What follows belongs to an exercise in optimizing a design on an open flow for small area, a short achievable clock period and few clock cycles per item; a production flow would make more cautious choices. The RTL was checked by simulation tests, not by an equivalence proof against the original design.

==> sierra: inputs <==
==> flow/design.v (excerpt) <==
module fir_convolution_correlation_modes (
  input  logic                                    clk_i,
  input  logic                                    rst_ni,
  input  logic                                    in_valid_i,
  output logic                                    in_ready_o,
  input  logic                                    cmd_i,
  input  logic [fccm_pkg::TAP_IDX_W-1:0]          tap_index_i,
  input  logic signed [fccm_pkg::SAMPLE_BITS-1:0] data_value_i,
  input  logic                                    end_of_block_i,
  output logic                                    out_valid_o,
  input  logic                                    out_ready_i,
  output logic signed [fccm_pkg::RES_BITS-1:0]    result_value_o,
  output logic                                    last_result_o,
  input  logic                                    cfg_valid_i,
  output logic                                    cfg_ready_o,
  input  logic [fccm_pkg::REG_IDX_W-1:0]          cfg_index_i,
  ...
export LEC_CHECK = 0
export CAP_MARGIN = 20
export CORE_MARGIN = 2
export CORE_UTILIZATION = 50
export CTS_CLUSTER_DIAMETER = 80
export CTS_CLUSTER_SIZE = 24
export SETUP_SLACK_MARGIN = 4.6
export SLEW_MARGIN = 20
create_clock -name core_clock -period 8.0 [get_ports {clk_i}]
run.sh (not shown) runs the stock make flow with config.mk's settings and CLKGATE_MAP_FILE= SYNTH_SCRIPT=/design/flow/synth_recipe.tcl, a recipe that flattens the netlist after the stock synthesis.
==> harbor (differences from sierra) <==
--- a/flow/design.v
+++ b/flow/design.v
@@ -2105,35 +2105,18 @@
         2'd2: k_q    <= k_cfg;
         default: ;
       endcase
     end
   end
-  logic       valid_m, same_m, full_m, tails_m;
-  logic [4:0] km1, t_end;
+  logic       valid_m, same_m, full_m;
+  logic [4:0] km1;
   logic [3:0] half;
-  logic [4:0] km1_c, t_end_c;
-  assign km1_c   = 5'(k_q - 6'd1);
-  assign t_end_c = (mode_q == 2'd0) ? km1_c : {1'b0, km1_c[4:1]};
-  always_ff @(posedge clk_i or negedge rst_ni) begin
-    if (!rst_ni) begin
-      valid_m <= 1'b0;
-      same_m  <= 1'b0;
-      full_m  <= 1'b1;
-      tails_m <= 1'b0;
-      km1     <= 5'd0;
-      half    <= 4'd0;
-      t_end   <= 5'd0;
-    end else begin
-      valid_m <= mode_q[1];
-      same_m  <= mode_q == 2'd1;
-      full_m  <= mode_q == 2'd0;
-      tails_m <= !mode_q[1] && (t_end_c != 5'd0);
-      km1     <= km1_c;
-      half    <= km1_c[4:1];
-      t_end   <= t_end_c;
-    end
-  end
+  assign valid_m = mode_q[1];
+  assign same_m  = (mode_q == 2'd1);
+  assign full_m  = (mode_q == 2'd0);
+  assign km1     = 5'(k_q - 6'd1);
+  assign half    = km1[4:1];
   logic        ib_cmd, ib_eob;
   logic [4:0]  ib_idx;
   logic [15:0] ib_data;
   logic        ib_valid, ib_pop;
   fccm_ctrl u_ibuf (
@@ -2188,11 +2171,11 @@
   logic [P-1:0]    msk_q;
   logic free;
   logic do_tail, do_tap, do_samp, shift, start;
   logic [5:0]  lim_new, fn_inc, fn_d;
   logic        res_last, tails, y0_last, y0e_a, y0e_h;
-  logic [4:0]  t_start, pos_inc, pos_a;
+  logic [4:0]  t_end, t_start, pos_inc, pos_a;
   logic        out_acc;
   assign free     = !act_q || last_q;
   assign do_tail  = free && tail_q && credit_q;
   assign do_tap   = free && !tail_q && ib_valid && !ib_cmd;
   assign do_samp  = free && !tail_q && ib_valid && ib_cmd && credit_q && !rot_busy_q &&
@@ -2206,11 +2189,12 @@
     if (do_samp)      fn_d = (ib_eob && !tails) ? 6'd1 : fn_inc;
     else if (do_tail) fn_d = tlast_q ? 6'd1 : fn_inc;
     else              fn_d = fn_q;
   end
   always_comb begin
-    tails   = ib_eob && tails_m;
+    t_end   = full_m ? km1 : 5'(half);
+    tails   = ib_eob && !valid_m && (t_end != 5'd0);
     y0_last = ib_eob && !tails;
     if (same_m && (5'(half) > pos_q)) t_start = 5'(half) - pos_q;
     else t_start = 5'd1;
     res_last = tail_q ? tlast_q : y0_last;
     pos_inc  = (pos_q == 5'd31) ? 5'd31 : pos_q + 5'd1;
--- a/flow/config.mk
+++ b/flow/config.mk
@@ -5,10 +5,8 @@
 export SDC_FILE = /design/flow/constraint.sdc
 export NUM_CORES = 4
 export LEC_CHECK = 0
 export CAP_MARGIN = 20
 export CORE_MARGIN = 2
-export CORE_UTILIZATION = 50
-export CTS_CLUSTER_DIAMETER = 80
-export CTS_CLUSTER_SIZE = 24
+export CORE_UTILIZATION = 40
 export SETUP_SLACK_MARGIN = 4.6
 export SLEW_MARGIN = 20
==> quartz (differences from sierra) <==
--- a/flow/config.mk
+++ b/flow/config.mk
@@ -8,7 +8,7 @@
 export CAP_MARGIN = 20
 export CORE_MARGIN = 2
 export CORE_UTILIZATION = 50
 export CTS_CLUSTER_DIAMETER = 80
 export CTS_CLUSTER_SIZE = 24
-export SETUP_SLACK_MARGIN = 4.6
+export SETUP_SLACK_MARGIN = 4.8
 export SLEW_MARGIN = 20
==> maple (differences from sierra) <==
--- a/flow/config.mk
+++ b/flow/config.mk
@@ -8,7 +8,7 @@
 export CAP_MARGIN = 20
 export CORE_MARGIN = 2
 export CORE_UTILIZATION = 50
 export CTS_CLUSTER_DIAMETER = 80
 export CTS_CLUSTER_SIZE = 24
-export SETUP_SLACK_MARGIN = 4.6
+export SETUP_SLACK_MARGIN = 5.0
 export SLEW_MARGIN = 20
==> flow_summary_export.csv <==
group,metric,value,unit
hold_path,hp-start,"f1_q",
outcome,status,"no timing/DRC/antenna violations",
synth,synth_top_area_share,0.279,
synth,synthTopCellsByArea,"edfxtp_1 28%, fa_1 17%, dfxtp_1 15%, a22oi_1 9.3%, xnor2_1 5.4%",
detailed_routing,wl_met2,217000,um
finish,design.seq.count,2389,
(the above is from harbor)
==> flow_summary_export.csv <==
group,metric,value,unit
synth,synthTopCellsByArea,"edfxtp_1 28%, fa_1 17%, dfxtp_1 15%, a22oi_1 9.3%, mux2_2 5.5%",
finish,design.seq.count,2402,
synth,synth_top_area_share,0.278,
detailed_routing,wl_met2,211000,um
outcome,status,"no timing/DRC/antenna violations",
(the above is from sierra)
==> flow_summary_export.csv <==
group,metric,value,unit
synth,syn_avg_cell_area,12.1,sq um
global_routing,grt.total_usage,0.351,
synth,synthTopCellsByArea,"edfxtp_1 28%, fa_1 17%, dfxtp_1 15%, a22oi_1 9.3%, mux2_2 5.5%",
outcome,status,"no timing/DRC/antenna violations",
detailed_routing,wl_met2,223000,um
synth,synth_top_area_share,0.278,
cts,insertion_delay,0.88,ns
(the above is from maple)
==> flow_summary_export.csv <==
group,metric,value,unit
finish,design.seq.count,2402,
detailed_routing,wl_met2,215000,um
synth,synth_top_area_share,0.278,
outcome,status,"no timing/DRC/antenna violations",
(the above is from quartz)
Testbench counts of sierra, summed over its fixed seeds: cycles 12,376, results 3,895.
Testbench counts of harbor, summed over its fixed seeds: cycles 12,376, results 3,895.
Testbench counts of quartz, summed over its fixed seeds: cycles 12,376, results 3,895.
Testbench counts of maple, summed over its fixed seeds: cycles 12,376, results 3,895.

---

==> inputs of 06-07 <==
Another version of the RTL of fir_convolution_correlation_modes (not shown whole).
==> flow/config.mk <==
export PLATFORM = sky130hd
export DESIGN_NAME = fir_convolution_correlation_modes
export DESIGN_NICKNAME = fir_convolution_correlation_modes
export VERILOG_FILES = /design/flow/design.v
export SDC_FILE = /design/flow/constraint.sdc
export NUM_CORES = 4
export LEC_CHECK = 0
export CAP_MARGIN = 20
export CORE_MARGIN = 2
export CORE_UTILIZATION = 40
export SETUP_SLACK_MARGIN = 4.5
export SLEW_MARGIN = 20
==> flow/constraint.sdc <==
create_clock -name core_clock -period 8.0 [get_ports {clk_i}]
set_input_delay 1.6000 -clock core_clock [delete_from_list [all_inputs] [get_ports {clk_i}]]
set_output_delay 1.6000 -clock core_clock [all_outputs]
set_load 0.01 [all_outputs]
==> 01-23: changes against 06-07 <==
--- a/flow/design.v
+++ b/flow/design.v
@@ -2159,36 +2159,40 @@
   end
   logic       act_q, last_q, first_q, rl_q, credit_q;
   logic [1:0] rnd_q, rhi_q;
   logic [5:0] lim_q;
   logic       tail_q, temit_q, tlast_q, y0e_q;
   logic [4:0] tt_q, tend_q, tstart_q;
-  logic [5:0] fill_q;
+  logic [5:0] fn_q;       
+  logic [5:0] nlim_q;     
   logic [4:0] pos_q;      
-  logic       bnew_q;     
   logic [2:0] alloc_q;
   logic [NR-1:0]   rsel_q;
   logic [2*NR-1:0] ksel_q;
   logic [P-1:0]    msk_q;
   logic free;
   logic do_tail, do_tap, do_samp, shift, start;
-  logic [5:0]  fill_base, fill_new, lim_new;
+  logic [5:0]  lim_new, fn_inc, fn_d;
   logic        res_last, tails, y0_last, y0e_a, y0e_h;
   logic [4:0]  t_end, t_start, pos_inc, pos_a;
   logic        out_acc;
   assign free     = !act_q || last_q;
   assign do_tail  = free && tail_q && credit_q;
   assign do_tap   = free && !tail_q && ib_valid && !ib_cmd;
   assign do_samp  = free && !tail_q && ib_valid && ib_cmd && credit_q && !rot_busy_q &&
                     !cfg_recent_q;
   assign shift    = do_tail || do_samp;
   assign ib_pop   = do_tap || do_samp;
   assign start    = (do_samp && y0e_q) || (do_tail && temit_q);
-  assign fill_base = bnew_q ? 6'd0 : fill_q;
-  assign fill_new  = (fill_base == 6'd32) ? 6'd32 : fill_base + 6'd1;
-  assign lim_new   = (fill_new < k_q) ? fill_new : k_q;
+  assign lim_new = nlim_q;
+  assign fn_inc  = (fn_q == 6'd32) ? 6'd32 : fn_q + 6'd1;
+  always_comb begin
+    if (do_samp)      fn_d = (ib_eob && !tails) ? 6'd1 : fn_inc;
+    else if (do_tail) fn_d = tlast_q ? 6'd1 : fn_inc;
+    else              fn_d = fn_q;
+  end
   always_comb begin
     t_end   = full_m ? km1 : 5'(half);
     tails   = ib_eob && !valid_m && (t_end != 5'd0);
     y0_last = ib_eob && !tails;
     if (same_m && (5'(half) > pos_q)) t_start = 5'(half) - pos_q;
     else t_start = 5'd1;
@@ -2236,15 +2240,15 @@
       temit_q  <= 1'b0;
       tlast_q  <= 1'b0;
       y0e_q    <= 1'b1;
       tt_q     <= 5'd0;
       tend_q   <= 5'd0;
       tstart_q <= 5'd0;
-      fill_q   <= 6'd0;
+      fn_q     <= 6'd1;
+      nlim_q   <= 6'd1;
       pos_q    <= 5'd0;
-      bnew_q   <= 1'b1;
       alloc_q  <= '0;
       credit_q <= 1'b1;
     end else begin
       act_q   <= start || (act_q && !last_q);
       first_q <= start;
       if (start) begin
@@ -2268,17 +2272,17 @@
           ksel_q[r]    <= !op_q && rnx == 2'(r);
           ksel_q[NR+r] <= op_q && rnx == 2'(r);
         end
       end
       alloc_q  <= start ? alloc_s : alloc_n;
       credit_q <= start ? (alloc_s < 3'(F)) : (alloc_n < 3'(F));
-      if (shift) fill_q <= fill_new;
+      fn_q   <= fn_d;
+      nlim_q <= (fn_d < k_q) ? fn_d : k_q;
       if (do_samp) begin
         pos_q  <= pos_a;
         y0e_q  <= y0e_a;
-        bnew_q <= ib_eob && !tails;
         if (tails) begin
           tail_q   <= 1'b1;
           tt_q     <= 5'd1;
           tend_q   <= t_end;
           tstart_q <= t_start;
           temit_q  <= t_start <= 5'd1;
@@ -2288,16 +2292,13 @@
         y0e_q <= y0e_h;
       end
       if (do_tail) begin
         tt_q    <= tt_q + 5'd1;
         temit_q <= tt_q + 5'd1 >= tstart_q;
         tlast_q <= tt_q + 5'd1 == tend_q;
-        if (tlast_q) begin
-          tail_q <= 1'b0;
-          bnew_q <= 1'b1;
-        end
+        if (tlast_q) tail_q <= 1'b0;
       end
     end
   end
   logic [511:0] kern_q;    
   logic [511:0] hist_q;    
   logic [4:0] kw_slot;
@@ -2365,46 +2366,39 @@
       .c_o (lc[j*LW +: LW])
     );
   end
   always_ff @(posedge clk_i) begin
     ls_q <= ls;
     lc_q <= lc;
+    f2_q <= f1_q;
     r2_q <= r1_q;
   end
   logic [4*W-1:0] p, p_q;
-  logic r3_q;
+  logic f3_q, r3_q;
   fccm_sum1 u_sum1 (
     .ls_i (ls_q),
     .lc_i (lc_q),
     .r_o  (p)
   );
   always_ff @(posedge clk_i) begin
     p_q  <= p;
+    f3_q <= f2_q;
     r3_q <= r2_q;
   end
-  logic [W-1:0] acc_s_q, acc_c_q, sum_s, sum_c, res_s_q, res_c_q;
+  logic [W-1:0] acc_s_q, acc_c_q, sum_s, sum_c;
   logic r4_q;
   fccm_sum2 u_sum2 (
     .r_i  (p_q),
-    .fa_i (acc_s_q),
-    .fb_i (acc_c_q),
+    .fa_i (f3_q ? '0 : acc_s_q),
+    .fb_i (f3_q ? '0 : acc_c_q),
     .s_o  (sum_s),
     .c_o  (sum_c)
   );
-  always_ff @(posedge clk_i or negedge rst_ni) begin
-    if (!rst_ni) begin
-      acc_s_q <= '0;
-      acc_c_q <= '0;
-    end else begin
-      acc_s_q <= (v3_q && !l3_q) ? sum_s : '0;
-      acc_c_q <= (v3_q && !l3_q) ? sum_c : '0;
-    end
-  end
   always_ff @(posedge clk_i) begin
-    res_s_q <= sum_s;
-    res_c_q <= sum_c;
+    acc_s_q <= sum_s;
+    acc_c_q <= sum_c;
     r4_q    <= r3_q;
   end
   logic v3_q, l3_q, v4_q;
   always_ff @(posedge clk_i or negedge rst_ni) begin
     if (!rst_ni) begin
       v1_q <= 1'b0;
@@ -2426,13 +2420,13 @@
   end
   logic [W-1:0]    q_val_q [F];
   logic            q_last_q [F];
   logic [2:0] q_cnt_q, q_wr;
   logic            ov_q;
   logic [W-1:0]    res_sum;
-  assign res_sum = res_s_q + res_c_q;
+  assign res_sum = acc_s_q + acc_c_q;
   assign q_wr    = q_cnt_q - 3'(out_acc);
   always_ff @(posedge clk_i) begin
     for (int i = 0; i < F; i++) begin
       if (v4_q && q_wr == 3'(i)) begin
         q_val_q[i]  <= res_sum;
         q_last_q[i] <= r4_q;
- CORE_UTILIZATION: 40 -> 50
- CTS_CLUSTER_DIAMETER: default -> 100
- CTS_CLUSTER_SIZE: default -> 30
- SETUP_SLACK_MARGIN: 4.5 -> 4.6
==> flow_summary_export.csv <==
group,metric,value,unit
run_status,outcome,"no timing/DRC/antenna violations",
cts,clk_latency,850,ps
routing,drt_first_pass_iters,11,
finish,multi_input_area,66900,um2
cts,htreeDepth,3,
finish,multi_input_area_share,0.460,
critical_path,cp_num_cells,18,
routing,via_per_inst,6.15,
grt,grtUsageTotal,0.331,
finish,seq-cell-share,0.422,
cts,cts_sinks,2389,
-- figures above: 01-23

==> flow_summary_export.csv <==
group,metric,value,unit
finish,multi_input_area,66800,um2
cts,clk_latency,960,ps
cts,cts_sinks,2454,
routing,drt_first_pass_iters,6,
critical_path,cp_num_cells,17,
run_status,outcome,"no timing/DRC/antenna violations",
finish,multi_input_area_share,0.435,
-- figures above: 06-07

Testbench counts of 06-07, summed over its fixed seeds: cycles 12,376, results 3,895.
Testbench counts of 01-23, summed over its fixed seeds: cycles 12,376, results 3,895.

-- static timing again, ports no longer ideal --
In the flow no input, the clock included, has a driving cell. The finished layouts below were timed again as built, in two steps. Step 1 assumes that a clkbuf_16 drives the clock port and a buf_2 every other input. Step 2, shift: input delay + t, output delay - t, t = (earliest + latest rising clock arrival at the registers) / 2. This alone moves slack from input paths to output paths. Three values: ideal ports, drivers, drivers and shift; two values: the first two.
| run | t, ns | setup slack, ns | worst data-port slew with drivers (ns) |
|---|---|---|---|
| sierra | 0.951 | 4.514 / 4.514 / 3.715 | 0.06 |
| harbor | 1.006 | 4.526 / 4.526 / 3.752 | 0.05 |
| quartz | 0.966 | 4.757 / 4.756 / 4.228 | 0.07 |
| maple | 0.965 | 4.869 / 4.763 / 4.270 | 0.07 |
| 06-07 | 1.032 | 3.996 / 3.996 / 3.670 | 0.06 |
| 01-23 | 0.925 | 4.329 / 4.329 / 3.820 | 0.05 |
After both steps setup and hold are still met in every run listed. The setup slack of sierra, which loses most, moves by 0.000 ns with the drivers and by -0.799 ns with both steps.
